From an optimization exercise on the open Yosys and OpenROAD flow, aimed at small area, a short achievable clock period and few clock cycles; shortcuts taken in it are not production practice.
Only simulation tests tie the RTL to the original design; equivalence was not proved.

// md_slow_top
module md_slow_top (
	input  logic        clk_i,
	input  logic        rst_ni,
	input  logic        mult_en_i,
	input  logic        div_en_i,
	input  logic [1:0]  operator_i,
	input  logic [1:0]  signed_mode_i,
	input  logic [31:0] op_a_i,
	input  logic [31:0] op_b_i,
	output logic [31:0] result_o,
	output logic        valid_o
);
	localparam logic [2:0] S_IDLE = 3'd0;
	localparam logic [2:0] S_PREP = 3'd1;
	localparam logic [2:0] S_ITER = 3'd2;
	localparam logic [2:0] S_DONE = 3'd3;
	localparam logic [2:0] S_FIX  = 3'd4;
	logic [2:0]  st_q, st_d;
	logic [4:0]  cnt_q, cnt_d;
	logic [35:0] r_q, r_d;      
	logic [31:0] l_q, l_d;      
	logic [32:0] d_q;           
	logic [11:0] x_q, x_d;      
	logic [7:0]  bs_q, bs_d;    
	logic [4:0]  asel_q, asel_d;  
	logic        outl_q, outl_d;  
	logic        sa_q;          
	logic        sb_q;          
	logic [1:0]  op_q;          
	logic en;
	logic is_div;
	logic is_mulh;
	assign en      = mult_en_i | div_en_i;
	assign is_div  = operator_i[1];
	assign is_mulh = (operator_i == 2'd1);
	logic is_div_q, is_mulh_q;
	assign is_div_q  = op_q[1];
	assign is_mulh_q = (op_q == 2'd1);
	logic        sign_a, sign_b;
	logic [31:0] xa, xb;
	logic        b_zero;
	assign sign_a = op_a_i[31] & signed_mode_i[0];
	assign sign_b = op_b_i[31] & signed_mode_i[1];
	assign xa     = op_a_i ^ {32{sign_a}};
	assign xb     = op_b_i ^ {32{sign_b}};
	assign b_zero = (op_b_i == 32'd0);
	logic [31:0] a_xs, b_xs;
	logic [3:0]  c0a, c0b, c0;
	logic        swap;
	assign a_xs = op_a_i ^ {32{op_a_i[31]}};
	assign b_xs = op_b_i ^ {32{op_b_i[31]}};
	always_comb begin
		c0a = 4'd7;
		c0b = 4'd7;
		for (int c = 6; c >= 0; c--) begin
			if ((a_xs >> (4*c+3)) == 32'd0) c0a = 4'(c);
			if ((b_xs >> (4*c+3)) == 32'd0) c0b = 4'(c);
		end
	end
	assign swap = (operator_i == 2'd0) & (c0a < c0b);
	assign c0   = swap ? c0a : c0b;
	always_ff @(posedge clk_i) begin
		d_q  <= is_div ? {1'b0, xb} : (swap ? {1'b0, op_b_i} : {sign_a, op_a_i});
		sa_q <= sign_a;
		sb_q <= sign_b;
	end
	function automatic logic [5:0] msbpos(input logic [31:0] x);
		logic [15:0] v2;
		logic [7:0]  v3;
		logic [3:0]  v4;
		logic [1:0]  v5;
		logic [15:0] p1;
		logic [15:0] p2;
  ...
export LEC_CHECK = 0
export ABC_AREA = 1
export CAP_MARGIN = 20
export CORE_MARGIN = 2
export CORE_UTILIZATION = 35
export SETUP_SLACK_MARGIN = 3.0
export SLEW_MARGIN = 20
create_clock -name core_clock -period 8.0 [get_ports {clk_i}]
standard.sh (not shown) runs the stock make flow with config.mk's settings and CLKGATE_MAP_FILE= SYNTH_SCRIPT=/design/flow/synth_recipe.tcl, a recipe that flattens the netlist after the stock synthesis.
==> flow/flow/run.sh <==
#!/bin/bash
# The standard layout, except that the port buffers are plain buf_2 cells
# instead of the delay-cell buffers that buffer_ports picks by default.
# make's full output goes to flow.log in the work folder.
set -euo pipefail
bash standard.sh "BUFFER_PORTS_ARGS=-buffer_cell sky130_fd_sc_hd__buf_2" finish > flow.log 2>&1
The starting point finished with timing, DRC and antenna clean.
Testbench counts at the start, summed over its fixed seeds: cycles 19,363.
Rerun with:
Settings changed: CORE_UTILIZATION 35 to 45, SETUP_SLACK_MARGIN 3.0 to 3.5.
Non-clock buffer count went up by 159.
Clock-buffer cell count is unchanged.
Die area went down by 22%.
Wire length went up by about 8%.
Core utilization went up by 18 points.
Cell area went up by 14%.
Hold slack stays flat.
Rerun with:
Settings changed: CORE_UTILIZATION 45 to 55, SETUP_SLACK_MARGIN 3.5 to 3.0.
=>
- The new run passed the timing, DRC and antenna checks
- final area drops by roughly a tenth
- via count falls by a few percent
- critical path depth falls by 8
- non-clock buffer count came out lower by 136
- area after synthesis does not change

--- another note on this design; it stands on its own ---

## rev 12
// md_slow_top
module md_slow_top (
	input  logic        clk_i,
	input  logic        rst_ni,
	input  logic        mult_en_i,
	input  logic        div_en_i,
	input  logic [1:0]  operator_i,
	input  logic [1:0]  signed_mode_i,
	input  logic [31:0] op_a_i,
	input  logic [31:0] op_b_i,
	output logic [31:0] result_o,
	output logic        valid_o
);
==> flow/config.mk <==
export PLATFORM = sky130hd
export DESIGN_NAME = md_slow_top
export DESIGN_NICKNAME = md_slow_top
export VERILOG_FILES = /design/flow/design.v
export SDC_FILE = /design/flow/constraint.sdc
export NUM_CORES = 4
export LEC_CHECK = 0
export ABC_AREA = 1
export CAP_MARGIN = 20
export CORE_MARGIN = 2
export CORE_UTILIZATION = 45
export SETUP_SLACK_MARGIN = 3.0
export SLEW_MARGIN = 20
==> flow/constraint.sdc <==
create_clock -name core_clock -period 8.0 [get_ports {clk_i}]
set_input_delay 1.6000 -clock core_clock [delete_from_list [all_inputs] [get_ports {clk_i}]]
set_output_delay 1.6000 -clock core_clock [all_outputs]
set_load 0.01 [all_outputs]
standard.sh (not shown) runs the stock make flow with config.mk's settings and CLKGATE_MAP_FILE= SYNTH_SCRIPT=/design/flow/synth_recipe.tcl, a recipe that flattens the netlist after the stock synthesis.
==> flow/flow/run.sh <==
#!/bin/bash
# The standard layout, except that the port buffers are plain buf_2 cells
# instead of the delay-cell buffers that buffer_ports picks by default.
# make's full output goes to flow.log in the work folder.
set -euo pipefail
bash standard.sh "BUFFER_PORTS_ARGS=-buffer_cell sky130_fd_sc_hd__buf_2" finish > flow.log 2>&1
Rev 12 went all the way through synthesis, placement and routing and the layout is clean on timing, DRC and antenna.
Testbench counts of rev 12, summed over its fixed seeds: cycles 19,363.
Here is what was changed in the inputs of rev 13 compared with rev 12.
- changing SETUP_SLACK_MARGIN from 3.0 to 2.5
Results
Remaining max-slew budget at the tightest pin on rev 13 is up relative to rev 12.
Between rev 13 and rev 12, the difference in cell count after placement is negligible.
Status: clock slew at the register clock pins of the worst setup and hold paths parity (rev 13, rev 12)
Both conditions hold for rev 13: the flow ran to the end and the final layout passed the timing, DRC and antenna checks.
Final hold slack essentially unchanged between rev 12 and rev 13.
Summary of rev 13 over rev 12: multi-input gate share of total cell area went up by 1.1 points; clock buffer count from CTS was more or less identical.
Number of buffers and inverters on the critical path (rev 13 over rev 12): decrease, 1
Against rev 12, rev 13 comes in 2.1 points lower on core utilization.
Summary of the comparison: global-route usage is lower in rev 13, relative to rev 12.

[static timing again, ports no longer ideal]
Ports are ideal in the flow. The routed layouts listed here were re-timed in OpenROAD.
Step 1 assumes that a clkbuf_16 drives the clock port and a buf_2 every other input.
Step 2 adds t to the input delays and takes it off the output delays; t is the mean of the earliest and latest rising clock arrival at the registers after step 1. Input paths then give back, and output paths get back, about the clock's delay inside the block.
Slacks: ideal / step 1 / step 2; pairs: ideal / step 1.
| run | shift t [ns] | setup WS [ns] | worst setup path at the end | clock arrival spread, ns | worst register clock-pin slew, ns |
|---|---|---|---|---|---|
| the first run of note 1 | 0.538 | 3.242 / 3.233 / 2.695 | input to register | 0.026 / 0.026 | 0.09 / 0.09 |
| the second run of note 1 | 0.521 | 3.012 / 3.010 / 2.489 | input to register | 0.020 / 0.020 | 0.08 / 0.08 |
| the third run of note 1 | 0.504 | 3.073 / 3.073 / 2.658 | input to register | 0.013 / 0.013 | 0.07 / 0.07 |
| rev 12 | 0.532 | 3.121 / 3.127 / 2.594 | input to register | 0.014 / 0.015 | 0.07 / 0.07 |
| rev 13 | 0.508 | 2.808 / 2.808 / 2.351 | input to register | 0.018 / 0.018 | 0.07 / 0.07 |
After both steps every run listed still meets setup and hold. For the first run of note 1, which loses most, drivers alone change the setup slack by -0.009 ns; drivers and shift together by -0.547 ns.
